This is an optimization exercise on Yosys and OpenROAD, whose aim is small area, not a production implementation. In this exercise RTL edits were held to simulation tests only and were not proved equivalent to the original. Power is estimated from default activity; no workload was simulated.

## flow/run.sh

```bash
#!/bin/bash
# synth_recipe.tcl (not shown) runs the flow's synth.tcl, then flattens the netlist and writes it again
# the make line also repeats each setting of config.mk as NAME=value (left out here)
make -C /OpenROAD-flow-scripts/flow DESIGN_CONFIG=/design/flow/config.mk WORK_HOME=/design/flow/orfs CLKGATE_MAP_FILE= SYNTH_SCRIPT=/design/flow/synth_recipe.tcl finish
```

## flow/design.v

```verilog
package gpr_file_mp_pkg;
   localparam bit RV32I_BASE_ISA = 1'b1;
   localparam int GPR_XLEN  = 32;
   localparam int GPR_NREGS = RV32I_BASE_ISA ? 32 : 16;
   localparam int GPR_AW    = $clog2(GPR_NREGS);
   typedef enum logic [1:0] {
      DBG_IDLE = 2'd0,
      DBG_WAIT = 2'd1,
      DBG_DONE = 2'd2
   } dbg_state_e;
   function automatic logic addr_ok(input int a, input int nregs);
      addr_ok = (a < nregs);
   endfunction
endpackage
module gpr_scoreboard #(
   parameter int NREGS = gpr_file_mp_pkg::GPR_NREGS,
   parameter int NRP   = 2,
   parameter int AW    = $clog2(NREGS)
)(
   input  logic              clk,
   input  logic              rst,
   input  logic              issue_i,
   input  logic [AW-1:0]     issue_rd_i,
   input  logic              we_i,
   input  logic [AW-1:0]     waddr_i,
   input  logic [NRP*AW-1:0] raddr_i,
   output logic [NRP-1:0]    busy_o
);
   logic [NREGS-1:0] pend;
   always_ff @(posedge clk) begin
      if (rst) begin
         pend <= '0;
      end else begin
         pend[0] <= 1'b0;
         for (int i = 1; i < NREGS; i++) begin
            if (issue_i && issue_rd_i == AW'(i))
               pend[i] <= 1'b1;
            else if (we_i && waddr_i == AW'(i))
               pend[i] <= 1'b0;
         end
      end
   end
   for (genvar k = 0; k < NRP; k++) begin : g_busy
      logic [AW-1:0] ra;
      logic          pend_hit;
      assign ra       = raddr_i[k*AW +: AW];
      assign pend_hit = (int'(ra) < NREGS) ? pend[ra] : 1'b0;
      assign busy_o[k] = pend_hit;
   end
endmodule
module gpr_file_mp #(
   parameter int XLEN  = gpr_file_mp_pkg::GPR_XLEN,
   parameter int NREGS = gpr_file_mp_pkg::GPR_NREGS,
   parameter int NRP   = 2,
   parameter int AW    = $clog2(NREGS)
)(
   input  logic                clk,
   input  logic                rst,
   input  logic [NRP*AW-1:0]   raddr_i,
   output logic [NRP*XLEN-1:0] rdata_o,
   output logic [NRP-1:0]      busy_o,
   input  logic                we_i,
   input  logic [AW-1:0]       waddr_i,
   input  logic [XLEN-1:0]     wdata_i,
   input  logic                issue_i,
   input  logic [AW-1:0]       issue_rd_i,
   input  logic                dbg_req_i,
   input  logic                dbg_we_i,
   input  logic [AW-1:0]       dbg_addr_i,
   input  logic [XLEN-1:0]     dbg_wdata_i,
   output logic                dbg_ack_o,
   output logic [XLEN-1:0]     dbg_rdata_o
);
   typedef struct packed {
      logic            we;
      logic [AW-1:0]   addr;
      logic [XLEN-1:0] wdata;
   } dbg_req_t;
   logic [XLEN-1:0] regs [NREGS];
   gpr_file_mp_pkg::dbg_state_e state, state_nxt;
   dbg_req_t        dbg_q;
   logic [XLEN-1:0] dbg_rdata_q;
   logic            dbg_wr_fire;
   function automatic logic rd_ok(input logic [AW-1:0] a);
      rd_ok = (a != '0) && (int'(a) < NREGS);
   endfunction
   assign dbg_wr_fire = (state == gpr_file_mp_pkg::DBG_WAIT) && dbg_q.we && !we_i;
   always_ff @(posedge clk) begin
      if (rst) begin
         for (int i = 0; i < NREGS; i++)
            regs[i] <= '0;
      end else if (we_i) begin
         if (waddr_i != '0 && (int'(waddr_i) < NREGS))
            regs[waddr_i] <= wdata_i;
      end else if (dbg_wr_fire) begin
         if (dbg_q.addr != '0 && (int'(dbg_q.addr) < NREGS))
            regs[dbg_q.addr] <= dbg_q.wdata;
      end
   end
   for (genvar k = 0; k < NRP; k++) begin : g_rp
      logic [AW-1:0] ra;
      assign ra = raddr_i[k*AW +: AW];
      assign rdata_o[k*XLEN +: XLEN] = rd_ok(ra) ? regs[ra] : '0;
   end
   gpr_scoreboard #(
      .NREGS (NREGS),
      .NRP   (NRP)
   ) u_sb (
      .clk        (clk),
      .rst        (rst),
      .issue_i    (issue_i),
      .issue_rd_i (issue_rd_i),
      .we_i       (we_i),
      .waddr_i    (waddr_i),
      .raddr_i    (raddr_i),
      .busy_o     (busy_o)
   );
   always_ff @(posedge clk) begin
      if (rst) state <= gpr_file_mp_pkg::DBG_IDLE;
      else     state <= state_nxt;
   end
   always_comb begin
      state_nxt = state;
      case (state)
         gpr_file_mp_pkg::DBG_IDLE: if (dbg_req_i)              state_nxt = gpr_file_mp_pkg::DBG_WAIT;
         gpr_file_mp_pkg::DBG_WAIT: if (!dbg_q.we || !we_i)     state_nxt = gpr_file_mp_pkg::DBG_DONE;
         gpr_file_mp_pkg::DBG_DONE:                             state_nxt = gpr_file_mp_pkg::DBG_IDLE;
         default:                              state_nxt = gpr_file_mp_pkg::DBG_IDLE;
      endcase
   end
   always_comb begin
      dbg_ack_o   = (state == gpr_file_mp_pkg::DBG_DONE);
      dbg_rdata_o = dbg_rdata_q;
   end
   always_ff @(posedge clk) begin
      if (rst) begin
         dbg_q       <= '0;
         dbg_rdata_q <= '0;
      end else begin
         if (state == gpr_file_mp_pkg::DBG_IDLE && dbg_req_i)
            dbg_q <= {dbg_we_i, dbg_addr_i, dbg_wdata_i};
         if (state == gpr_file_mp_pkg::DBG_WAIT && !dbg_q.we)
            dbg_rdata_q <= rd_ok(dbg_q.addr) ? regs[dbg_q.addr] : '0;
      end
   end
endmodule
```

## flow/constraint.sdc

```tcl
create_clock -name core_clock -period 6.0 [get_ports {clk}]
set_input_delay 1.2000 -clock core_clock [delete_from_list [all_inputs] [get_ports {clk}]]
set_output_delay 1.2000 -clock core_clock [all_outputs]
set_load 0.01 [all_outputs]
```

## flow/config.mk

```make
export PLATFORM = sky130hd
export DESIGN_NAME = gpr_file_mp
export DESIGN_NICKNAME = gpr_file_mp
export VERILOG_FILES = /design/flow/design.v
export SDC_FILE = /design/flow/constraint.sdc
export NUM_CORES = 4
export LEC_CHECK = 0
export CAP_MARGIN = 20
export CORE_MARGIN = 2
export CORE_UTILIZATION = 40
export PLACE_DENSITY = 0.6
export SLEW_MARGIN = 20
```

==> results.sh, run 1 <==
export IMPL_hold_viol=0
export IMPL_finalSetupViolCount=0
export IMPL_ff2ff_setup_slack_ns=2.25
export IMPL_cts_resized=0
export IMPL_htree_levels=4
export IMPL_switchingPower_mw=5.65
export IMPL_slew_headroom=0.168
export IMPL_switching_share=0.277
export IMPL_globalplace_congestion=0.930
export IMPL_ys_warn_count=2
export IMPL_dr_first_iter_drc_count=9495
export IMPL_cts_sinks=1132
export IMPL_multi_input_area_um2=31800
export IMPL_avgViaCountPerCell=7.13
export IMPL_start_util=0.403
export IMPL_timing_hold_ws_ns=0.483
export IMPL_core_area_um2=165000
export IMPL_synthArstFlopShare=0
export IMPL_tightest_slew_ns=1.22
export IMPL_fin_cells=7488
export IMPL_cellPowerDensity_nw_per_um2=268
export IMPL_synth_xor_area_frac=0
export IMPL_post_route_period_util=0.973
export IMPL_layout_commonest_cell="nor2_1"
export IMPL_p_clk_frac=0.395
export IMPL_cts_buffer_depth=3
export IMPL_n_fill_cell=14800
export IMPL_final_seq_area_um2=32900
export IMPL_min_from="dbg_q[31]"
export IMPL_synthesis_area_um2=66600
export IMPL_dr_total_vias=53400
export IMPL_reg2reg_depth=6
export IMPL_status="finished clean"
export IMPL_reg2reg_from="state[1]"
export IMPL_cts_hold_buf=0
export IMPL_place_inst=7240
export IMPL_worstPathRequired_ns=4.80
export IMPL_grt_util_all_layers=0.343
export IMPL_clk_pin_slew_ns=0.05
export IMPL_hold_path_class="reg -> reg"
export IMPL_die_h_um=412
export IMPL_leakage_nw=25.6
export IMPL_ys_dominant_reg_cell="edfxtp_1"
export IMPL_portBuffers=193
export IMPL_die_x_um=412
export IMPL_r2r_end="regs[15][15]"
export IMPL_rows=149
export IMPL_stdcell_area_um2=76200
export IMPL_rsz0062_at_grt="no"
export IMPL_cts_tree="built"
export IMPL_comb_power_share=0.157
export IMPL_synth_top_family_by_area="multiplexers"
export IMPL_grt_max_degree=78
export IMPL_syn_inst=5098
export IMPL_end_kind="output port"
export IMPL_setup_ws_ns=0.160
export IMPL_drtAntennaViolNets=0
export IMPL_synth_seq_cells=1132
export IMPL_insertion_delay_ns=0.80
export IMPL_grt_ovfl_total=0
export IMPL_yosys_area_top_type_share=0.462
export IMPL_skew_ns=0.0349
export IMPL_drcViolationCount=0
export IMPL_placed_cell_area_um2=71900
export IMPL_period_needed_ns=5.84
export IMPL_timing_max_cap_violations=0
export IMPL_synth_compound_area_frac=0.0770
export IMPL_antenna_found_initial=18
export IMPL_cts_buffers=130
export IMPL_avgSynthCellArea_um2=13.1
export IMPL_synth_simple_area_share=0.0935
export IMPL_drt_wl_total_mm=296
export IMPL_post_route_util=0.461
export IMPL_area_growth_pct=14.3
export IMPL_total_power_mw=20.4
export IMPL_slew_viol_final=0
export IMPL_nets=5279
export IMPL_min_to="dbg_q[31]"
export IMPL_synth_top_area_cell="edfxtp_1"
export IMPL_hpwlAfterDp_mm=180
export IMPL_synth_area_top_cells="edfxtp_1 46%, mux4_2 21%, nor2_1 6.3%"
export IMPL_critical_path_class="in -> out"
export IMPL_wl_per_cell_um=39.6
export IMPL_pwr_share_seq=0.448
export IMPL_fin_tns_setup_ns=0
export IMPL_synth_edf_count=1024
export IMPL_critical_path_startpoint_type="input pin"
export IMPL_max_freq_mhz=171
export IMPL_synth_cell_types=60
export IMPL_dieArea_um2=170000
export IMPL_yosysSeqAreaShare=0.494
export IMPL_cellInternalPower_mw=14.7
export IMPL_ir_drop_uv=308
export IMPL_pre_cts_slack_ns=0.404
export IMPL_grt_pass1_wl_mm=404
export IMPL_ios=194
export IMPL_first_global_vias=50900
export IMPL_post_cts_buffers=0
export IMPL_most_common_layout_cells="1,123 x nor2_1, 1,024 x edfxtp_1, 616 x mux4_2"
export IMPL_min_path_cells=2
export IMPL_path_max_fanout=19
export IMPL_dr_pass1_iters=8
export IMPL_synth_fa_ha_area_frac=0
export IMPL_muxShareOfSynthArea=0.301
export IMPL_drive_gt1_frac=0.249
export IMPL_critPathArrivalTime_ns=4.64
export IMPL_cts_root_buf="clkbuf_16"
power by group through the flow:
stage               clock network [mW]  registers, mW  logic, mW
global placement                     0           9.26       3.05
floorplan                            0           9.14       1.75
CTS                               8.04           9.11       3.07
detailed placement                   0           9.28       3.06
finish                            8.05           9.13       3.20
global route                      8.33           9.15       3.22
final cells by class:
type	instances	share of cell area
multi-input cells	3489	0.417
clock buffers	177	0.0481
clock inverters	57	0.00678
well taps	2189	0.0360
diodes	13	0.000427
flip-flops and latches	1132	0.432
inverters	3	0.000148
repair buffers	428	0.0588
layer usage:
layer  GRT usage  share of wire  vias to the layer above
li1            -              -                    20100
met1       0.437           0.35                    26900
met2       0.483           0.42                     5310
met3       0.153           0.17                     1122
met4       0.196          0.066                       18
met5           0        0.00043                        -
flip-flops by register name, summed over array words and instances, names as in the netlist, named ones only:
signal / flops
dbg_q: 38
dbg_rdata_q: 32
regs: 1024
state: 2
u_sb.pend: 31
synthesized netlist by cell type, types with 20 or more instances:
| library cell | n |
|---|---|
| nand2_1 | 297 |
| a221oi_1 | 37 |
| o221ai_1 | 96 |
| a2111oi_0 | 25 |
| buf_2 | 170 |
| a21oi_1 | 161 |
| nor2_1 | 1124 |
| a21o_1 | 20 |
| buf_1 | 53 |
| mux4_2 | 616 |
| a22oi_1 | 58 |
| o21ai_0 | 77 |
| mux2i_4 | 30 |
| mux2i_1 | 380 |
| o22ai_1 | 64 |
| a211oi_1 | 94 |
| buf_4 | 21 |
| edfxtp_1 | 1024 |
| a21boi_0 | 26 |
| dfxtp_1 | 108 |
| clkbuf_1 | 244 |
| mux2_2 | 138 |
| nand2b_1 | 32 |
critical path, stage by stage:
cell and delay (ns):
buf_2 0.43, buf_4 0.50, nand2b_1 0.36, o21ai_0 0.14, a21oi_1 0.17, o21ai_0 0.13, a211oi_1 0.87, buf_4 0.25
clkdlybuf4s50_1 0.54
worst max-delay path by stage:
stage,cells past startpoint,end,start
final,9,rdata_o[19],raddr_i[3]
after global routing,9,rdata_o[19],raddr_i[3]
after CTS,9,rdata_o[19],raddr_i[3]
after detailed placement,9,rdata_o[19],raddr_i[3]
after global placement,9,rdata_o[19],raddr_i[3]
after floorplan,8,regs[24][0],rst
logic make-up (layout without fill, tap and decap cells):
| group | Yosys count | in the layout |
|---|---|---|
| compound gates | 728 | 728 |
| simple gates | 1557 | 1557 |
| buf+inv | 508 | 665 |
| mux | 1172 | 1172 |
| flops | 1132 | 1132 |
| other cells | 1 | 45 |
==> inputs of run 2 (changes only) <==
==> flow/design.v (replaced) <==
package gpr_file_mp_pkg;
   localparam int GPR_XLEN  = 32;
   localparam int GPR_NREGS = 32;
   localparam int GPR_AW    = $clog2(GPR_NREGS);
endpackage
module gpr_aoi222 (
   input  logic [2:0] s,
   input  logic [2:0] d,
   output logic       y
);
   assign y = ~((s[0] & d[0]) | (s[1] & d[1]) | (s[2] & d[2]));
endmodule
module gpr_rsel (
   input  logic [30:0] s,
   input  logic [30:0] d,
   output logic        y
);
   logic [10:0] g;    
   for (genvar j = 0; j < 10; j++) begin : g_aoi
      gpr_aoi222 u_g (.s(s[3*j +: 3]), .d(d[3*j +: 3]), .y(g[j]));
   end
   assign g[10] = ~(s[30] & d[30]);
   assign y = ~&g;
endmodule
module gpr_file_mp #(
   parameter int XLEN  = gpr_file_mp_pkg::GPR_XLEN,
   parameter int NREGS = gpr_file_mp_pkg::GPR_NREGS,
   parameter int NRP   = 2,
   parameter int AW    = $clog2(NREGS)
)(
   input  logic                clk,
   input  logic                rst,
   input  logic [NRP*AW-1:0]   raddr_i,
   output logic [NRP*XLEN-1:0] rdata_o,
   output logic [NRP-1:0]      busy_o,
   input  logic                we_i,
   input  logic [AW-1:0]       waddr_i,
   input  logic [XLEN-1:0]     wdata_i,
   input  logic                issue_i,
   input  logic [AW-1:0]       issue_rd_i,
   input  logic                dbg_req_i,
   input  logic                dbg_we_i,
   input  logic [AW-1:0]       dbg_addr_i,
   input  logic [XLEN-1:0]     dbg_wdata_i,
   output logic                dbg_ack_o,
   output logic [XLEN-1:0]     dbg_rdata_o
);
   logic [XLEN-1:0] regs [31];
   logic [30:0]     pend;
   logic            st_wait, st_done;
   logic            dbg_wr, wr_any;
   logic [AW-1:0]   wa;
   logic [XLEN-1:0] wd;
   logic [30:0]     wsel, isel, dsel;
   logic [30:0]     rsel [NRP];
   logic [30:0]     col  [XLEN];
   logic [XLEN-1:0] dbg_rd;
   logic [XLEN-1:0] dbg_rdata_q;
   function automatic logic [30:0] dec(input logic [AW-1:0] a);
      for (int i = 0; i < 31; i++)
         dec[i] = (a == AW'(i + 1));
   endfunction
   assign dbg_wr = st_wait & dbg_we_i & ~we_i;
   assign wr_any = we_i | dbg_wr;
   assign wa     = we_i ? waddr_i : dbg_addr_i;
   assign wd     = rst ? '0 : (we_i ? wdata_i : dbg_wdata_i);
   assign wsel   = dec(wa);
   for (genvar i = 0; i < 31; i++) begin : g_reg
      always_ff @(posedge clk)
         if (rst | (wr_any & wsel[i])) regs[i] <= wd;
      for (genvar b = 0; b < XLEN; b++) begin : g_col
         assign col[b][i] = regs[i][b];
      end
   end
   for (genvar k = 0; k < NRP; k++) begin : g_rp
      assign rsel[k] = dec(raddr_i[k*AW +: AW]);
      for (genvar b = 0; b < XLEN; b++) begin : g_bit
         gpr_rsel u_rs (.s(rsel[k]), .d(col[b]), .y(rdata_o[k*XLEN + b]));
      end
      gpr_rsel u_busy (.s(rsel[k]), .d(pend), .y(busy_o[k]));
   end
   assign isel = dec(issue_rd_i);
   always_ff @(posedge clk) begin
      for (int i = 0; i < 31; i++) begin
         if (rst)
            pend[i] <= 1'b0;
         else if (issue_i & isel[i])
            pend[i] <= 1'b1;
         else if (we_i & wsel[i])
            pend[i] <= 1'b0;
      end
   end
   always_ff @(posedge clk) begin
      if (rst) begin
         st_wait <= 1'b0;
         st_done <= 1'b0;
      end else begin
         st_wait <= (~st_wait & ~st_done & dbg_req_i) | (st_wait & dbg_we_i & we_i);
         st_done <= st_wait & ~(dbg_we_i & we_i);
      end
   end
   assign dsel = dec(dbg_addr_i);
   for (genvar b = 0; b < XLEN; b++) begin : g_dbg
      gpr_rsel u_rs (.s(dsel), .d(col[b]), .y(dbg_rd[b]));
   end
   always_ff @(posedge clk) begin
      if (rst)
         dbg_rdata_q <= '0;
      else if (st_wait & ~dbg_we_i)
         dbg_rdata_q <= dbg_rd;
   end
   assign dbg_ack_o   = st_done;
   assign dbg_rdata_o = dbg_rdata_q;
endmodule
--- a/flow/config.mk
+++ b/flow/config.mk
@@ -8,5 +8,8 @@
 export CAP_MARGIN = 20
 export CORE_MARGIN = 2
 export CORE_UTILIZATION = 40
+export CTS_BUF_LIST = sky130_fd_sc_hd__clkbuf_4 sky130_fd_sc_hd__clkbuf_8
 export PLACE_DENSITY = 0.6
+export SETUP_SLACK_MARGIN = 0.3
 export SLEW_MARGIN = 20
+export SYNTH_HIERARCHICAL = 1
==> run 2 against run 1 <==
  * Still clean
  * Cell count shrank 31%
  * Via count shrank 22%
  * Non-clock buffer count shrank 26
  * Power shrank 13%
  * Count of clock-buffer cells in the layout grew 53
  * Sequential cell count shrank 75
  * Combinational power shrank 37%
  * Register-to-register slack gained 0.85 ns
  * Highest routed layer unchanged
==> results.sh, run 2 <==
export IMPL_status="finished clean"
export IMPL_antenna_found_initial=11
export IMPL_reg_top3="regs x992, dbg_rdata_q x32, pend x31"
export IMPL_synth_seq_cells=1057
export IMPL_first_global_vias=39600
export IMPL_cts_buffer_depth=3
export IMPL_grt_use_met2=0.519
export IMPL_htree_levels=4
export IMPL_drt_wl_total_mm=218
export IMPL_busiest_layer="met2"
export IMPL_leakage_nw=18.6
export IMPL_critical_path_startpoint_type="input pin"
export IMPL_dr_first_iter_drc_count=13000
export IMPL_dieArea_um2=119000
export IMPL_fin_tns_setup_ns=0
export IMPL_path_max_fanout=33
export IMPL_finalSetupViolCount=0
export IMPL_synth_area_top_cells="edfxtp_1 64%, a222oi_1 21%, dfxtp_1 2.8%"
export IMPL_synthArstFlopShare=0
export IMPL_hpwlAfterDp_mm=132
export IMPL_dr_total_vias=41700
export IMPL_synth_cell_types=51
export IMPL_min_path_cells=2
export IMPL_yosysSeqAreaShare=0.667
export IMPL_ir_drop_uv=214
export IMPL_die_x_um=345
export IMPL_hold_path_class="reg -> reg"
export IMPL_core_area_um2=116000
export IMPL_grt_pass1_wl_mm=297
export IMPL_nets=3600
export IMPL_ios=194
export IMPL_yosys_area_top_type_share=0.639
export IMPL_rows=125
export IMPL_cts_buffers=172
export IMPL_drcViolationCount=0
export IMPL_stdcell_area_um2=56900
export IMPL_largest_register_ffs=992
export IMPL_fin_cells=5176
export IMPL_critPathArrivalTime_ns=4.56
export IMPL_globalplace_congestion=1.03
export IMPL_synth_edf_count=992
export IMPL_grt_ovfl_total=0
export IMPL_cts_root_buf="clkbuf_8"
export IMPL_period_needed_ns=5.76
export IMPL_total_power_mw=17.7
export IMPL_ys_warn_count=13
export IMPL_start_util=0.402
export IMPL_area_growth_pct=22.1
export IMPL_avgViaCountPerCell=8.06
export IMPL_drive_gt1_frac=0.185
export IMPL_post_route_period_util=0.960
export IMPL_critical_path_class="in -> out"
export IMPL_hold_viol=0
export IMPL_synthesis_area_um2=46600
export IMPL_tightest_slew_ns=1.28
export IMPL_timing_max_cap_violations=0
export IMPL_dr_pass1_iters=15
export IMPL_end_kind="output port"
export IMPL_cts_sinks=1057
export IMPL_syn_inst=2977
export IMPL_grt_util_all_layers=0.349
export IMPL_avgSynthCellArea_um2=15.7
export IMPL_worstPathRequired_ns=4.80
export IMPL_synthTopCellsByCount="992 x edfxtp_1, 980 x a222oi_1, 199 x nand2_1, 197 x nand4_1, 114 x nor2_1"
export IMPL_use_met1=0.427
export IMPL_portBuffers=193
export IMPL_grt_max_degree=88
export IMPL_reg2reg_depth=4
export IMPL_placed_cell_area_um2=53100
export IMPL_slew_headroom=0.146
export IMPL_insertion_delay_ns=0.90
export IMPL_regMostFlops="regs"
export IMPL_die_h_um=345
export IMPL_place_inst=4835
export IMPL_wl_per_cell_um=42.0
export IMPL_layout_commonest_cell="edfxtp_1"
export IMPL_synth_most_common_cell="edfxtp_1"
export IMPL_slew_viol_final=0
export IMPL_cts_hold_buf=0
export IMPL_clk_pin_slew_ns=0.06
export IMPL_max_freq_mhz=174
export IMPL_rsz0062_at_grt="yes"
export IMPL_synth_top_area_cell="edfxtp_1"
export IMPL_most_common_layout_cells="992 x edfxtp_1, 980 x a222oi_1, 197 x nand4_1"
export IMPL_ys_dominant_reg_cell="edfxtp_1"
export IMPL_cts_tree="built"
export IMPL_met3_usage=0.147
export IMPL_skew_ns=0.0464
export IMPL_cellPowerDensity_nw_per_um2=311
export IMPL_drtAntennaViolNets=0
-- run 2: worst paths after layout --
check,from,to,slack [ns]
min reg2reg,dbg_rdata_q[12],dbg_rdata_q[12],0.45
max reg2reg,st_wait,regs[9][18],3.10
max,raddr_i[7],rdata_o[43],0.24
min,dbg_rdata_q[12],dbg_rdata_q[12],0.45
-- run 2: per-stage QoR --
stage,setup slack (ns),hold slack [ns],util
after global placement,0.151,0.443,0.458
after global routing,0.269,0.475,0.491
after floorplan,0.886,0.465,-
final,0.241,0.452,0.491
after CTS,0.282,0.455,0.488
after detailed placement,0.177,0.447,0.458
-- run 2: area by class of cell --
| class | instances | area, µm² |
|---|---|---|
| clock inverters | 84 | 539 |
| well taps | 1524 | 1910 |
| diodes | 7 | 17.5 |
| multi-input cells | 1867 | 16300 |
| flip-flops and latches | 1057 | 31100 |
| repair buffers | 402 | 4200 |
| inverters | 5 | 18.8 |
| clock buffers | 230 | 2860 |
| fillers | 9882 | 59000 |
-- run 2: modules after synthesis, one instance, submodules excluded --
module | flip-flops and latches | times used
gpr_file_mp | 1057 | 1
gpr_aoi222 | 0 | 980
gpr_rsel | 0 | 98
-- run 2: critical path, stage by stage --
cell	delay, ns
clkdlybuf4s50_1	0.54
nand2b_1	0.14
buf_4	0.24
nor3_2	0.07
buf_4	0.34
a222oi_1	0.42
nand4_1	0.51
a2111o_1	0.57
clkdlybuf4s50_1	0.51
-- run 2: routing by layer --
layer / vias to the layer above / wire length, µm
li1: 16000 / -
met2: 4510 / 92400
met4: 12 / 14700
met3: 1058 / 38800
met1: 20100 / 71700
met5: - / 80
-- run 2: cells by family after synthesis --
group,share of synthesized area
AOI/OAI and AO/OA,0.252
buffers and inverters,0.00607
DFF,0.667
muxes,0.00778
and+or+nand+nor,0.0675
-- run 2: what timing repair did --
action | 4_1_cts | 5_1_grt
cloned | 4 | 0
buffers inserted | 3 | 6
pin swaps | 7 | 16
setup endpoints to repair | 27 | 42
gates resized for setup | 7 | 12
-- run 2: power by group --
group	total (mW)	switching, mW	internal [mW]
Combinational	2.03	1.36	0.666
Clock	6.34	3.05	3.29
Sequential	9.33	0.485	8.85
==> inputs of run 3 (changes only) <==
==> flow/flow/run.sh (new file) <==
#!/bin/bash
# Standard ORFS layout with two changes:
#  - port buffers are sky130_fd_sc_hd__buf_1 instead of the delay cell buffer_ports picks;
#  - CTS uses clkbuf_16 with larger sink clusters and no dummy loads.
# Every ORFS step keeps its own log under orfs/logs; make's output goes to standard.log.
set -euo pipefail
export BUFFER_PORTS_ARGS="-buffer_cell sky130_fd_sc_hd__buf_1"
export CTS_ARGS="-sink_clustering_enable -repair_clock_nets -dont_use_dummy_load -sink_clustering_size 30 -sink_clustering_max_diameter 60 -buf_list sky130_fd_sc_hd__clkbuf_16"
bash standard.sh > standard.log 2>&1
==> flow/standard.sh (new file) <==
#!/bin/bash
# synth_recipe.tcl (not shown) runs the flow's synth.tcl, then flattens the netlist and writes it again
# the make line also repeats each setting of config.mk as NAME=value (left out here)
make -C /OpenROAD-flow-scripts/flow DESIGN_CONFIG=/design/flow/config.mk WORK_HOME=/design/flow/orfs CLKGATE_MAP_FILE= SYNTH_SCRIPT=/design/flow/synth_recipe.tcl "${@:-finish}"
--- a/flow/config.mk
+++ b/flow/config.mk
@@ -7,9 +7,8 @@
 export LEC_CHECK = 0
 export CAP_MARGIN = 20
 export CORE_MARGIN = 2
-export CORE_UTILIZATION = 40
-export CTS_BUF_LIST = sky130_fd_sc_hd__clkbuf_4 sky130_fd_sc_hd__clkbuf_8
+export CORE_UTILIZATION = 35
 export PLACE_DENSITY = 0.6
-export SETUP_SLACK_MARGIN = 0.3
+export SETUP_SLACK_MARGIN = 0.2
 export SLEW_MARGIN = 20
 export SYNTH_HIERARCHICAL = 1
removed: flow/run.sh
==> run 3 against run 2 <==
  * Hold slack improved by 0.0051 ns
  * Routed wire length barely moved
  * First-iteration DRC count rose by 15%
  * Via count fell by 0.45%
  * Synthesized area did not move
==> results.sh, run 3 <==
export IMPL_ys_warn_count=13
export IMPL_rows=133
export IMPL_cts_buffers=77
export IMPL_dieArea_um2=136000
export IMPL_avgSynthCellArea_um2=15.7
export IMPL_layout_commonest_cell="edfxtp_1"
export IMPL_area_growth_pct=16.3
export IMPL_dr_first_iter_drc_count=14900
export IMPL_slew_viol_final=0
export IMPL_cp_top_family="simple AND/OR/NAND/NOR gates"
export IMPL_synth_seq_cells=1057
export IMPL_ir_drop_uv=171
export IMPL_grt_use_met2=0.462
export IMPL_avgViaCountPerCell=8.05
export IMPL_post_route_period_util=0.914
export IMPL_post_cts_buffers=0
export IMPL_globalplace_congestion=0.965
export IMPL_setup_ws_ns=0.517
export IMPL_cts_tree="built"
export IMPL_most_common_layout_cells="992 x edfxtp_1, 980 x a222oi_1, 199 x nand2_1"
export IMPL_reg2reg_depth=3
export IMPL_switching_share=0.271
export IMPL_max_stage_delay_ns=0.78
export IMPL_wl_per_cell_um=42.2
export IMPL_grt_ovfl_total=0
export IMPL_cts_root_buf="clkbuf_16"
export IMPL_timing_max_cap_violations=0
export IMPL_cellInternalPower_mw=11.6
export IMPL_synth_cell_types=51
export IMPL_synthTopCellsByCount="992 x edfxtp_1, 980 x a222oi_1, 199 x nand2_1, 197 x nand4_1, 114 x nor2_1"
export IMPL_status="finished clean"
export IMPL_ys_dominant_reg_cell="edfxtp_1"
export IMPL_place_inst=5073
export IMPL_max_freq_mhz=182
export IMPL_first_global_vias=38500
export IMPL_timing_hold_ws_ns=0.457
export IMPL_placed_cell_area_um2=52200
export IMPL_synth_top_area_cell="edfxtp_1"
export IMPL_skew_ns=0.0647
export IMPL_grt_max_degree=73
export IMPL_pre_cts_slack_ns=0.782
export IMPL_synth_most_common_cell="edfxtp_1"
export IMPL_regMostFlops="regs"
export IMPL_grt_pass1_wl_mm=298
export IMPL_antenna_found_initial=12
export IMPL_yosys_area_top_type_share=0.639
export IMPL_dr_pass1_iters=22
export IMPL_yosysSeqAreaShare=0.667
export IMPL_synth_area_top_cells="edfxtp_1 64%, a222oi_1 21%, dfxtp_1 2.8%"
export IMPL_drtAntennaViolNets=0
export IMPL_critical_path_startpoint_type="input pin"
export IMPL_die_x_um=369
export IMPL_timing_critical_path_depth=8
export IMPL_period_needed_ns=5.48
export IMPL_critPathArrivalTime_ns=4.28
export IMPL_htree_levels=3
export IMPL_fin_tns_setup_ns=0
export IMPL_ff2ff_setup_slack_ns=3.11
export IMPL_ios=194
export IMPL_min_from="dbg_rdata_q[15]"
export IMPL_hold_path_class="reg -> reg"
export IMPL_cts_buffer_depth=3
export IMPL_syn_inst=2977
export IMPL_drcViolationCount=0
export IMPL_cellPowerDensity_nw_per_um2=294
export IMPL_stdcell_area_um2=54200
export IMPL_path_buf_inv=3
export IMPL_comb_power_share=0.117
export IMPL_nets=3494
export IMPL_fin_cells=5158
export IMPL_worstPathRequired_ns=4.80
export IMPL_cts_resized=0
export IMPL_crit_chain="buf_1 > nand3_1 > nor2_4 > buf_4 > a222oi_1 > nand4_1 > a2111o_1 > buf_1"
export IMPL_path_max_fanout=16
export IMPL_synthArstFlopShare=0
export IMPL_tightest_slew_ns=1.27
export IMPL_reg_top3="regs x992, dbg_rdata_q x32, pend x31"
export IMPL_synth_edf_count=992
export IMPL_hold_viol=0
export IMPL_portBuffers=193
export IMPL_end_kind="output port"
export IMPL_pwr_share_seq=0.587
export IMPL_drive_gt1_frac=0.131
export IMPL_critical_path_class="in -> out"
export IMPL_leakage_nw=17.1
export IMPL_min_to="dbg_rdata_q[15]"
export IMPL_insertion_delay_ns=0.70
export IMPL_use_met1=0.377
export IMPL_n_fill_cell=11900
export IMPL_slowest_stage="nor2_4"
export IMPL_slew_headroom=0.155
export IMPL_p_clk_frac=0.296
export IMPL_switchingPower_mw=4.31
export IMPL_busiest_layer="met2"
export IMPL_min_path_cells=2
export IMPL_start_util=0.354
export IMPL_dr_total_vias=41500
export IMPL_die_h_um=369
export IMPL_finalSetupViolCount=0
export IMPL_hpwlAfterDp_mm=137
export IMPL_grt_util_all_layers=0.306
export IMPL_cp_common_cell="buf_1"
export IMPL_met3_usage=0.124
export IMPL_clk_pin_slew_ns=0.07
export IMPL_synthesis_area_um2=46600
export IMPL_rsz0062_at_grt="no"
export IMPL_post_route_util=0.411
export IMPL_largest_register_ffs=992
export IMPL_cts_sinks=1057
export IMPL_r2r_end="regs[27][16]"
export IMPL_total_power_mw=15.9
export IMPL_drt_wl_total_mm=218
export IMPL_core_area_um2=132000
export IMPL_cts_hold_buf=0
export IMPL_reg2reg_from="st_wait"
==> run 3: cell counts after synthesis <==
No cell type changed its count.
==> run 3: power by group through the flow <==
| stage | sequential, mW | clock, mW | combinational [mW] |
|---|---|---|---|
| 3_3_place_gp | 9.42 | 0 | 1.73 |
| 4_1_cts | 9.30 | 4.72 | 1.75 |
| 3_5_place_dp | 9.46 | 0 | 1.75 |
| 5_1_grt | 9.40 | 4.97 | 1.86 |
| 2_1_floorplan | 9.33 | 0 | 0.807 |
| 6_report | 9.34 | 4.72 | 1.86 |
==> run 3: logic make-up after synthesis <==
group	share of synthesized area
DFF	0.667
and+or+nand+nor	0.0675
muxes	0.00778
AOI/OAI and AO/OA	0.252
buffers and inverters	0.00607
==> run 3: worst max path at each step <==
stage	startpoint	to
2_1_floorplan	raddr_i[4]	busy_o[0]
3_3_place_gp	raddr_i[1]	rdata_o[26]
3_5_place_dp	raddr_i[0]	rdata_o[30]
4_1_cts	raddr_i[0]	rdata_o[30]
5_1_grt	raddr_i[0]	rdata_o[30]
6_report	raddr_i[0]	rdata_o[3]
==> run 3: worst min-delay path: stages, from the launching register on <==
cell     delay [ns]
dfxtp_1        0.31
nand2_1        0.05
a21oi_1        0.05
==> run 3: layout make-up <==
cell class | instances | area, µm² | share of cell area
sequential | 1057 | 31100 | 0.574
multi-input combinational | 1863 | 16200 | 0.299
timing repair buffer | 395 | 2750 | 0.0507
tap | 1755 | 2200 | 0.0405
clock buffer | 77 | 1930 | 0.0356
inverter | 5 | 18.8 | 0.000346
antenna | 6 | 15.0 | 0.000277
==> run 3: per-layer routing <==
layer,vias up,routed length [µm]
li1,15700,-
met3,1152,39200
met2,4761,91500
met4,14,15900
met1,19900,71000
met5,-,146
==> run 3: Yosys stat by module, one instance, submodules excluded <==
| module | area [µm²] | flip-flops and latches | cells inside | copies in the design |
|---|---|---|---|---|
| gpr_file_mp | 34100 | 1057 | 1605 | 1 |
| gpr_rsel | 27.5 | 0 | 4 | 98 |
| gpr_aoi222 | 10.0 | 0 | 1 | 980 |
==> inputs of run 4 (changes only) <==
==> flow/config.mk (replaced) <==
export PLATFORM = sky130hd
export DESIGN_NAME = gpr_file_mp
export DESIGN_NICKNAME = gpr_file_mp
export VERILOG_FILES = /design/flow/design.v
export SDC_FILE = /design/flow/constraint.sdc
export NUM_CORES = 4
export LEC_CHECK = 0
export CAP_MARGIN = 10
export CORE_MARGIN = 2
export CORE_UTILIZATION = 50
export PLACE_DENSITY = 0.7
export SETUP_SLACK_MARGIN = 0.2
export SLEW_MARGIN = 10
export SYNTH_HIERARCHICAL = 1
==> run 4 against run 3 <==
  * Hold slack about the same
  * Still clean
  * Utilization up 16 points
  * Count of clock-buffer cells in the layout down 5
  * Routed wire length down 4.6%
  * Non-clock buffer count down 53
  * Cell count down 11%
==> results.sh, run 4 <==
export IMPL_placed_cell_area_um2=50700
export IMPL_start_util=0.506
export IMPL_m1WireLength_mm=61.2
export IMPL_maxUsedRoutingLayer="met5"
export IMPL_skew_ns=0.100
export IMPL_max_freq_mhz=185
export IMPL_core_area_um2=92100
export IMPL_post_route_util=0.571
export IMPL_portBuffers=193
export IMPL_hold_path_class="reg -> reg"
export IMPL_synth_most_common_cell="edfxtp_1"
export IMPL_slowest_stage="a2111o_1"
export IMPL_wl_per_cell_um=45.3
export IMPL_setup_ws_ns=0.603
export IMPL_synth_seq_cells=1057
export IMPL_globalplace_congestion=1.06
export IMPL_cellPowerDensity_nw_per_um2=299
export IMPL_finalSetupViolCount=0
export IMPL_min_to="dbg_rdata_q[5]"
export IMPL_stdcell_area_um2=52600
export IMPL_regMostFlops="regs"
export IMPL_grt_max_degree=67
export IMPL_synth_area_top_cells="edfxtp_1 64%, a222oi_1 21%, dfxtp_1 2.8%"
export IMPL_antenna_found_initial=16
export IMPL_dr_wl_met2_mm=84.2
export IMPL_hpwlAfterDp_mm=122
export IMPL_r2r_end="regs[13][28]"
export IMPL_timing_max_cap_violations=0
export IMPL_fin_cells=4583
export IMPL_min_path_cells=2
export IMPL_dr_pass1_iters=20
export IMPL_yosys_area_top_type_share=0.639
export IMPL_max_stage_delay_ns=0.54
export IMPL_avgSynthCellArea_um2=15.7
export IMPL_total_power_mw=15.7
export IMPL_cts_sinks=1057
export IMPL_dieArea_um2=95700
export IMPL_drtAntennaViolNets=0
export IMPL_yosysSeqAreaShare=0.667
export IMPL_cts_hold_buf=0
export IMPL_end_kind="output port"
export IMPL_synth_edf_count=992
export IMPL_timing_hold_ws_ns=0.457
export IMPL_pre_cts_slack_ns=0.903
export IMPL_cts_tree="built"
export IMPL_synth_top_area_cell="edfxtp_1"
export IMPL_period_needed_ns=5.40
export IMPL_syn_inst=2977
export IMPL_worstPathRequired_ns=4.80
export IMPL_grt_pass1_wl_mm=285
export IMPL_drcViolationCount=0
export IMPL_slew_headroom=0.0830
export IMPL_multi_input_area_um2=16200
export IMPL_synthArstFlopShare=0
export IMPL_die_x_um=309
export IMPL_slew_viol_final=0
export IMPL_clk_pin_slew_ns=0.06
export IMPL_grt_ovfl_total=0
export IMPL_dr_total_vias=42400
export IMPL_leakage_nw=16.7
export IMPL_area_growth_pct=12.8
export IMPL_met3_length_mm=44.7
export IMPL_critical_path_class="in -> out"
export IMPL_status="finished clean"
export IMPL_min_from="dbg_rdata_q[5]"
export IMPL_tightest_slew_ns=1.37
export IMPL_ir_drop_uv=263
export IMPL_die_h_um=309
export IMPL_critPathArrivalTime_ns=4.20
export IMPL_drive_gt1_frac=0.117
export IMPL_cts_buffers=72
export IMPL_path_max_fanout=21
export IMPL_post_route_period_util=0.900
export IMPL_ys_dominant_reg_cell="edfxtp_1"
export IMPL_ff2ff_setup_slack_ns=3.16
export IMPL_fin_tns_setup_ns=0
export IMPL_reg2reg_from="st_wait"
export IMPL_final_seq_area_um2=31100
export IMPL_rsz0062_at_grt="no"
export IMPL_cts_buffer_depth=3
export IMPL_cts_root_buf="clkbuf_16"
export IMPL_first_global_vias=39700
export IMPL_nets=3436
export IMPL_layout_commonest_cell="edfxtp_1"
export IMPL_ys_warn_count=13
export IMPL_cp_common_cell="buf_1"
export IMPL_hold_viol=0
export IMPL_reg2reg_depth=4
export IMPL_grt_util_all_layers=0.417
export IMPL_crit_chain="buf_1 > nand2b_1 > nor2_4 > buf_4 > a222oi_1 > nand4_1 > a2111o_1 > buf_1"
export IMPL_synth_cell_types=51
export IMPL_synthTopCellsByCount="992 x edfxtp_1, 980 x a222oi_1, 199 x nand2_1, 197 x nand4_1, 114 x nor2_1"
export IMPL_insertion_delay_ns=0.69
export IMPL_path_buf_inv=3
export IMPL_dr_first_iter_drc_count=16100
export IMPL_ios=194
export IMPL_place_inst=4509
export IMPL_reg_top3="regs x992, dbg_rdata_q x32, pend x31"
export IMPL_most_common_layout_cells="992 x edfxtp_1, 980 x a222oi_1, 199 x nand2_1"
export IMPL_n_fill_cell=6990
export IMPL_largest_register_ffs=992
export IMPL_synthesis_area_um2=46600
export IMPL_drt_wl_total_mm=208
export IMPL_cp_top_family="simple AND/OR/NAND/NOR gates"
export IMPL_htree_levels=3
export IMPL_avgViaCountPerCell=9.25
export IMPL_cts_resized=0
export IMPL_post_cts_buffers=0
export IMPL_rows=111
export IMPL_critical_path_startpoint_type="input pin"
run 4: cell types whose count changed in the layout (fill, tap and decap cells not counted), sizes merged:
cell,change
buf,-53
clkbuf,-5
diode,-5
run 4: layout make-up:
class                           instances  share of cell area
Clock buffer                           72              0.0343
Antenna cell                            1           0.0000476
Multi-Input combinational cell       1863               0.308
Inverter                                5            0.000357
Sequential cell                      1057               0.591
Tap cell                             1243              0.0296
Timing Repair Buffer                  342              0.0365
run 4: power breakdown:
part / switching (mW) / internal [mW] / total, mW
Sequential: 0.514 / 8.84 / 9.35
Combinational: 1.34 / 0.465 / 1.80
Clock: 2.42 / 2.13 / 4.55
Total: 4.28 / 11.4 / 15.7
run 4: worst max-delay path by stage:
stage	start	to	slack [ns]	depth (start not counted)
CTS	raddr_i[7]	rdata_o[34]	0.88	8
global placement	raddr_i[7]	rdata_o[50]	0.96	8
finish	raddr_i[1]	rdata_o[9]	0.60	8
global route	raddr_i[7]	rdata_o[40]	0.63	8
floorplan	raddr_i[4]	busy_o[0]	0.89	6
detailed placement	raddr_i[7]	rdata_o[34]	0.90	8
run 4: logic make-up (layout without fill, tap and decap cells):
logic type             Yosys count  in the layout  share of synthesized area
AO/OA/AOI/OAI                 1213           1213                      0.252
buffers and inverters           57            419                    0.00607
flip-flops                    1057           1057                      0.667
multiplexers                    36             36                    0.00778
other                            0              1                          0
AND/OR/NAND/NOR                614            614                     0.0675
run 4: layer usage:
metal  GRT usage  vias to the layer above
met1       0.506                    19800
met4       0.219                       32
li1            -                    15600
met3       0.211                     1556
met2       0.607                     5407
met5      0.0111                        -
run 4: worst min-delay path: stages (launching register included):
cell     delay, ns
dfxtp_1       0.31
nand2_1       0.05
a21oi_1       0.05
run 4: modules after synthesis, one instance, submodules excluded:
module       flip-flops and latches  copies in the design  cells  area, µm²
gpr_file_mp                    1057                     1   1605      34100
gpr_rsel                          0                    98      4       27.5
gpr_aoi222                        0                   980      1       10.0
==> inputs of run 5 (changes only) <==
==> flow/flow/run.sh (replaced) <==
#!/bin/bash
# Standard ORFS layout with two changes:
#  - port buffers are sky130_fd_sc_hd__buf_1 instead of the delay cell buffer_ports picks;
#  - CTS uses clkbuf_16 with larger sink clusters and no dummy loads.
# Every ORFS step keeps its own log under orfs/logs; make's output goes to standard.log.
set -euo pipefail
export BUFFER_PORTS_ARGS="-buffer_cell sky130_fd_sc_hd__buf_1"
export CTS_ARGS="-sink_clustering_enable -repair_clock_nets -dont_use_dummy_load -sink_clustering_size 24 -sink_clustering_max_diameter 50 -buf_list sky130_fd_sc_hd__clkbuf_16"
bash standard.sh > standard.log 2>&1
--- a/flow/config.mk
+++ b/flow/config.mk
@@ -7,8 +7,8 @@
 export LEC_CHECK = 0
 export CAP_MARGIN = 10
 export CORE_MARGIN = 2
-export CORE_UTILIZATION = 50
-export PLACE_DENSITY = 0.7
+export CORE_UTILIZATION = 35
+export PLACE_DENSITY = 0.6
 export SETUP_SLACK_MARGIN = 0.2
 export SLEW_MARGIN = 10
 export SYNTH_HIERARCHICAL = 1
==> run 5 against run 4 <==
  * Power up 7.0%
  * Design area increased by 4.2%
  * First-iteration DRC count decreased by 12%
  * Synthesized cell count unchanged
  * Cell count increased by 13%
  * Global-route usage decreased by 11 points
  * Worst setup slack got worse by 0.051 ns
  * Synthesized area unchanged
  * Utilization shrank 16 points
  * Critical path depth did not move
  * Largest power group unchanged
==> results.sh, run 5 <==
export IMPL_met3_usage=0.132
export IMPL_most_common_layout_cells="992 x edfxtp_1, 980 x a222oi_1, 199 x nand2_1"
export IMPL_grt_ovfl_total=0
export IMPL_drtAntennaViolNets=0
export IMPL_finalSetupViolCount=0
export IMPL_synth_area_top_cells="edfxtp_1 64%, a222oi_1 21%, dfxtp_1 2.8%"
export IMPL_htree_levels=3
export IMPL_portBuffers=193
export IMPL_synth_top_area_cell="edfxtp_1"
export IMPL_cts_buffers=102
export IMPL_synth_most_common_cell="edfxtp_1"
export IMPL_cts_hold_buf=0
export IMPL_drcViolationCount=0
export IMPL_dr_first_iter_drc_count=14200
export IMPL_critical_path_startpoint_type="input pin"
export IMPL_cts_tree="built"
export IMPL_status="finished clean"
export IMPL_first_global_vias=39000
export IMPL_max_freq_mhz=184
export IMPL_placed_cell_area_um2=52100
export IMPL_use_met1=0.377
export IMPL_slew_viol_final=0
export IMPL_avgSynthCellArea_um2=15.7
export IMPL_avgViaCountPerCell=8.07
export IMPL_ir_drop_uv=245
export IMPL_cts_resized=0
export IMPL_switchingPower_mw=4.50
export IMPL_layout_commonest_cell="edfxtp_1"
export IMPL_busiest_layer="met2"
export IMPL_post_cts_buffers=0
export IMPL_synthTopCellsByCount="992 x edfxtp_1, 980 x a222oi_1, 199 x nand2_1, 197 x nand4_1, 114 x nor2_1"
export IMPL_pwr_share_seq=0.556
export IMPL_cellPowerDensity_nw_per_um2=307
export IMPL_core_area_um2=132000
export IMPL_largest_register_ffs=992
export IMPL_synthesis_area_um2=46600
export IMPL_cts_buffer_depth=3
export IMPL_yosys_area_top_type_share=0.639
export IMPL_rsz0062_at_grt="no"
export IMPL_timing_hold_ws_ns=0.455
export IMPL_insertion_delay_ns=0.75
export IMPL_grt_use_met2=0.457
export IMPL_drt_wl_total_mm=219
export IMPL_drive_gt1_frac=0.136
export IMPL_synth_cell_types=51
export IMPL_syn_inst=2977
export IMPL_grt_max_degree=73
export IMPL_hold_path_class="reg -> reg"
export IMPL_period_needed_ns=5.45
export IMPL_grt_pass1_wl_mm=300
export IMPL_worstPathRequired_ns=4.80
export IMPL_die_h_um=369
export IMPL_critical_path_class="in -> out"
export IMPL_cts_sinks=1057
export IMPL_ys_dominant_reg_cell="edfxtp_1"
export IMPL_skew_ns=0.0818
export IMPL_globalplace_congestion=0.965
export IMPL_cts_root_buf="clkbuf_16"
export IMPL_dieArea_um2=136000
export IMPL_ios=194
export IMPL_critPathArrivalTime_ns=4.25
export IMPL_yosysSeqAreaShare=0.667
export IMPL_end_kind="output port"
export IMPL_clk_pin_slew_ns=0.07
export IMPL_synth_edf_count=992
export IMPL_dr_pass1_iters=17
export IMPL_switching_share=0.268
export IMPL_comb_power_share=0.110
export IMPL_stdcell_area_um2=54700
export IMPL_hpwlAfterDp_mm=136
export IMPL_path_max_fanout=16
export IMPL_synth_seq_cells=1057
export IMPL_grt_util_all_layers=0.308
export IMPL_ys_warn_count=13
export IMPL_hold_viol=0
export IMPL_leakage_nw=17.4
export IMPL_antenna_found_initial=13
export IMPL_tightest_slew_ns=1.33
export IMPL_n_fill_cell=11900
export IMPL_nets=3514
export IMPL_die_x_um=369
export IMPL_slew_headroom=0.109
export IMPL_start_util=0.354
export IMPL_timing_max_cap_violations=0
export IMPL_regMostFlops="regs"
export IMPL_reg_top3="regs x992, dbg_rdata_q x32, pend x31"
export IMPL_post_route_period_util=0.908
export IMPL_synthArstFlopShare=0
export IMPL_fin_tns_setup_ns=0
export IMPL_post_route_util=0.415
export IMPL_dr_total_vias=41800
export IMPL_wl_per_cell_um=42.3
export IMPL_p_clk_frac=0.333
export IMPL_rows=133
export IMPL_area_growth_pct=17.4
export IMPL_cellInternalPower_mw=12.3
[run 5: cell counts after synthesis]
No cell type changed its count.
[run 5: stage by stage]
stage | worst slack [ns] | instances | power, mW
after floorplan | 0.886 | 2977 | 10.1
after global placement | 0.778 | 5069 | 11.2
after detailed placement | 0.753 | 5069 | 11.2
after CTS | 0.735 | 5171 | 16.6
after global routing | 0.536 | 5174 | 17.1
final | 0.551 | 5179 | 16.8
[run 5: power groups by stage]
stage,registers (mW),logic [mW],clock network [mW]
floorplan,9.33,0.807,0
finish,9.35,1.85,5.60
global placement,9.42,1.73,0
CTS,9.31,1.74,5.58
detailed placement,9.46,1.74,0
global route,9.40,1.86,5.85
[run 5: worst paths after layout]
path              depth (start not counted)             from               to  slack (ns)
setup / recovery                          8       raddr_i[0]       rdata_o[7]        0.55
hold / removal                            2  dbg_rdata_q[15]  dbg_rdata_q[15]        0.45
setup reg to reg                          3          st_wait     regs[27][17]        3.17
hold reg to reg                           2  dbg_rdata_q[15]  dbg_rdata_q[15]        0.45
[run 5: logic make-up (layout without fill, tap and decap cells)]
kind of cell,Yosys count,in the layout,synth area share
AOI/OAI and AO/OA,1213,1213,0.252
other,0,7,0
muxes,36,36,0.00778
and+or+nand+nor,614,614,0.0675
DFF,1057,1057,0.667
buffers and inverters,57,497,0.00607
[run 5: layout make-up]
type	count	area (µm²)	area share
multi-input combinational	1863	16200	0.296
inverter	5	18.8	0.000343
clock buffer	102	2550	0.0466
tap	1755	2200	0.0401
antenna	7	17.5	0.000320
timing repair buffer	390	2670	0.0487
sequential	1057	31100	0.568
[run 5: modules after synthesis, one instance, submodules excluded]
module,flops+latches,cell area (µm²),cells,copies in the design
gpr_aoi222,0,10.0,1,980
gpr_rsel,0,27.5,4,98
gpr_file_mp,1057,34100,1605,1
[run 5: layer usage]
layer / vias to the layer above / part of all wire
li1: 15700 / -
met1: 20200 / 0.33
met2: 4681 / 0.42
met3: 1170 / 0.18
met4: 10 / 0.073
met5: - / 0.00024
[run 5: critical path: stages]
cell and delay, ns:
buf_1 0.62, nand3_1 0.41, nor2_4 0.76, buf_4 0.38
a222oi_1 0.12, nand4_1 0.26, a2111o_1 0.27, buf_1 0.18
==> inputs of run 6 (changes only) <==
--- a/flow/design.v
+++ b/flow/design.v
@@ -99,16 +99,13 @@
          st_done <= st_wait & ~(dbg_we_i & we_i);
       end
    end
-   assign dsel = dec(dbg_addr_i);
+   assign dsel = rst ? '0 : dec(dbg_addr_i);
    for (genvar b = 0; b < XLEN; b++) begin : g_dbg
       gpr_rsel u_rs (.s(dsel), .d(col[b]), .y(dbg_rd[b]));
    end
-   always_ff @(posedge clk) begin
-      if (rst)
-         dbg_rdata_q <= '0;
-      else if (st_wait & ~dbg_we_i)
+   always_ff @(posedge clk)
+      if (rst | (st_wait & ~dbg_we_i))
          dbg_rdata_q <= dbg_rd;
-   end
    assign dbg_ack_o   = st_done;
    assign dbg_rdata_o = dbg_rdata_q;
 endmodule
==> flow/flow/run.sh (replaced) <==
#!/bin/bash
# Standard ORFS layout with two changes:
#  - port buffers are sky130_fd_sc_hd__buf_1 instead of the delay cell buffer_ports picks;
#  - CTS uses clkbuf_16 with larger sink clusters and no dummy loads.
# Every ORFS step keeps its own log under orfs/logs; make's output goes to standard.log.
set -euo pipefail
export BUFFER_PORTS_ARGS="-buffer_cell sky130_fd_sc_hd__buf_1"
export CTS_ARGS="-sink_clustering_enable -repair_clock_nets -dont_use_dummy_load -sink_clustering_size 30 -sink_clustering_max_diameter 70 -buf_list sky130_fd_sc_hd__clkbuf_16"
bash standard.sh > standard.log 2>&1
==> flow/config.mk (replaced) <==
export PLATFORM = sky130hd
export DESIGN_NAME = gpr_file_mp
export DESIGN_NICKNAME = gpr_file_mp
export VERILOG_FILES = /design/flow/design.v
export SDC_FILE = /design/flow/constraint.sdc
export NUM_CORES = 4
export LEC_CHECK = 0
export CAP_MARGIN = 20
export CORE_MARGIN = 2
export CORE_UTILIZATION = 50
export PLACE_DENSITY = 0.7
export SETUP_SLACK_MARGIN = 0.2
export SLEW_MARGIN = 20
export SYNTH_HIERARCHICAL = 1
==> run 6 against run 5 <==
  * Still clean
  * Sequential power grew 0.6%
  * Global-route usage increased by 14 points
  * Power down 11%
  * Clock skew fell by 0.031 ns
==> results.sh, run 6 <==
export IMPL_total_power_mw=14.9
export IMPL_most_common_layout_cells="1,024 x edfxtp_1, 980 x a222oi_1, 201 x nand4_1"
export IMPL_status="finished clean"
export IMPL_worstPathRequired_ns=4.80
export IMPL_synth_most_common_cell="edfxtp_1"
export IMPL_core_area_um2=91900
export IMPL_cts_resized=0
export IMPL_first_global_vias=40400
export IMPL_htree_levels=2
export IMPL_largest_register_ffs=992
export IMPL_switchingPower_mw=4.06
export IMPL_pwr_share_seq=0.630
export IMPL_rsz0062_at_grt="no"
export IMPL_synth_simple_area_share=0.0627
export IMPL_layout_commonest_cell="edfxtp_1"
export IMPL_tightest_slew_ns=1.35
export IMPL_yosys_area_top_type_share=0.662
export IMPL_path_max_fanout=19
export IMPL_synth_compound_area_frac=0.249
export IMPL_drtAntennaViolNets=0
export IMPL_synthesis_area_um2=46500
export IMPL_skew_ns=0.0504
export IMPL_synth_xor_area_frac=0
export IMPL_rows=111
export IMPL_die_h_um=309
export IMPL_start_util=0.505
export IMPL_cellInternalPower_mw=10.9
export IMPL_synth_cell_types=52
export IMPL_insertion_delay_ns=0.68
export IMPL_end_kind="output port"
export IMPL_drt_wl_total_mm=221
export IMPL_yosysSeqAreaShare=0.676
export IMPL_synthTopCellsByCount="1,024 x edfxtp_1, 980 x a222oi_1, 201 x nand4_1, 130 x nand2_1, 115 x nor2_1"
export IMPL_cellPowerDensity_nw_per_um2=284
export IMPL_muxShareOfSynthArea=0.00781
export IMPL_cts_buffers=52
export IMPL_clk_pin_slew_ns=0.05
export IMPL_cts_buffer_depth=3
export IMPL_finalSetupViolCount=0
export IMPL_synth_seq_cells=1057
export IMPL_ys_dominant_reg_cell="edfxtp_1"
export IMPL_cts_tree="built"
export IMPL_slew_headroom=0.103
export IMPL_leakage_nw=16.7
export IMPL_synth_fa_ha_area_frac=0
export IMPL_grt_max_degree=75
export IMPL_portBuffers=193
export IMPL_synth_top_area_cell="edfxtp_1"
export IMPL_regMostFlops="regs"
export IMPL_fin_tns_setup_ns=0
export IMPL_max_freq_mhz=178
export IMPL_reg_top3="regs x992, dbg_rdata_q x32, pend x31"
export IMPL_synth_top_family_by_area="compound AO/OA/AOI/OAI gates"
export IMPL_area_growth_pct=13.0
export IMPL_cts_root_buf="clkbuf_16"
export IMPL_p_clk_frac=0.258
export IMPL_die_x_um=309
export IMPL_drive_gt1_frac=0.120
export IMPL_comb_power_share=0.112
export IMPL_avgViaCountPerCell=9.50
export IMPL_period_needed_ns=5.63
export IMPL_cts_hold_buf=0
export IMPL_grt_ovfl_total=0
export IMPL_grt_pass1_wl_mm=301
export IMPL_nets=3341
export IMPL_wl_per_cell_um=49.2
export IMPL_fin_cells=4499
export IMPL_synth_edf_count=1024
export IMPL_slew_viol_final=0
export IMPL_dr_total_vias=42800
export IMPL_drcViolationCount=0
export IMPL_syn_inst=2874
export IMPL_dr_first_iter_drc_count=15600
export IMPL_synthArstFlopShare=0
export IMPL_ys_warn_count=13
export IMPL_hold_viol=0
export IMPL_dieArea_um2=95400
export IMPL_antenna_found_initial=17
export IMPL_post_cts_buffers=0
export IMPL_ir_drop_uv=274
export IMPL_ios=194
export IMPL_cts_sinks=1057
export IMPL_post_route_period_util=0.938
export IMPL_synth_area_top_cells="edfxtp_1 66%, a222oi_1 21%, nand4_1 2.7%"
export IMPL_critical_path_startpoint_type="input pin"
export IMPL_timing_max_cap_violations=0
export IMPL_hold_path_class="reg -> reg"
export IMPL_critical_path_class="in -> out"
export IMPL_grt_util_all_layers=0.451
export IMPL_globalplace_congestion=1.02
export IMPL_place_inst=4426
export IMPL_critPathArrivalTime_ns=4.43
export IMPL_dr_pass1_iters=28
export IMPL_switching_share=0.272
export IMPL_hpwlAfterDp_mm=134
export IMPL_n_fill_cell=7085
export IMPL_avgSynthCellArea_um2=16.2
run 6: cell count changes in the layout (fill, tap and decap cells not counted), moves of 6 or more:
cell / before / now
clkbuf_16: 102 / 52
a21oi_1: 53 / 21
edfxtp_1: 992 / 1024
nor2_1: 16 / 10
o21ai_1: 8 / 1
buf_4: 160 / 147
nor2_4: 84 / 95
buf_12: 36 / 15
buf_16: 0 / 7
dfxtp_1: 65 / 33
nand2_1: 199 / 130
run 6: metrics by stage:
stage,setup WS (ns),hold WS (ns),util,area (µm²)
floorplan,0.886,0.461,-,46500
global placement,0.621,0.494,0.552,50700
detailed placement,0.593,0.506,0.553,50800
CTS,0.589,0.512,0.567,52100
global route,0.288,0.543,0.571,52500
finish,0.370,0.518,0.571,52500
run 6: power by group through the flow:
stage | Clock (mW) | Combinational (mW) | Sequential [mW]
floorplan | 0 | 0.738 | 9.41
global placement | 0 | 1.50 | 9.47
detailed placement | 0 | 1.54 | 9.54
CTS | 3.79 | 1.54 | 9.37
global route | 4.03 | 1.67 | 9.47
finish | 3.85 | 1.68 | 9.41
run 6: routing by layer:
| metal | global-route usage | vias to the layer above | share of wire |
|---|---|---|---|
| met4 | 0.293 | 8 | 0.093 |
| met1 | 0.557 | 20200 | 0.31 |
| met2 | 0.608 | 5723 | 0.38 |
| li1 | - | 15300 | - |
| met3 | 0.247 | 1537 | 0.22 |
| met5 | 0 | - | 0.00071 |
run 6: final cells by class:
class | instances | area [µm²] | area share
inverters | 4 | 15.0 | 0.000286
diodes | 12 | 30.0 | 0.000572
clock buffers | 52 | 1300 | 0.0248
well taps | 1243 | 1560 | 0.0296
multi-input cells | 1769 | 15900 | 0.302
flip-flops and latches | 1057 | 31400 | 0.598
repair buffers | 362 | 2330 | 0.0443
run 6: worst max-delay path: stages:
cell and delay (ns):
buf_1 0.23, nand2b_1 0.59, nor2_4 0.34, buf_4 0.34
a222oi_1 0.74, nand4_1 0.29, a2111o_1 0.47, buf_1 0.17
run 6: kinds of logic (layout without fill, tap and decap cells):
logic type	count (synthesis)	in the layout
other	0	12
AND/OR/NAND/NOR	551	551
AO/OA/AOI/OAI	1182	1182
buffers and inverters	48	418
multiplexers	36	36
flip-flops	1057	1057
run 6: per-module statistics from Yosys, one instance, submodules excluded:
module,cell area [µm²],flops+latches,times used
gpr_aoi222,10.0,0,980
gpr_file_mp,34000,1057,1
gpr_rsel,27.5,0,98
run 6: path summary, 6_finish.rpt:
| check | from | to | slack (ns) | cells after the start |
|---|---|---|---|---|
| worst max-delay path | raddr_i[3] | busy_o[0] | 0.37 | 8 |
| worst max register to register | st_wait | regs[30][18] | 3.12 | 4 |
| worst min-delay path | pend[30] | pend[30] | 0.52 | 2 |
| worst min register to register | pend[30] | pend[30] | 0.52 | 2 |

## what the ideal ports hide
The results above use ideal ports. As a check the final layouts listed here were re-extracted and re-timed, cells and wires unchanged. Step 1, drivers: a clkbuf_16 drives clk and a buf_2 each remaining input, both assumed. Step 2 also shifts input and output timing later by t, the mid clock arrival at the registers, as if the neighbouring blocks saw the same clock. a / b / c = no drivers / after step 1 / after step 2; a / b = the first two.
run	t (ns)	setup WS [ns]	cell pins on the clock port's net
run 1	0.869	0.160 / 0.132 / 0.132	1
run 2	0.946	0.241 / 0.208 / 0.208	1
run 3	0.726	0.517 / 0.427 / 0.427	1
run 4	0.713	0.603 / 0.572 / 0.572	1
run 5	0.786	0.551 / 0.436 / 0.436	1
run 6	0.736	0.370 / 0.246 / 0.246	1
After both steps every run listed still meets setup and hold. The setup slack of run 6, which loses most, moves by -0.124 ns with the drivers and by -0.124 ns with both steps.
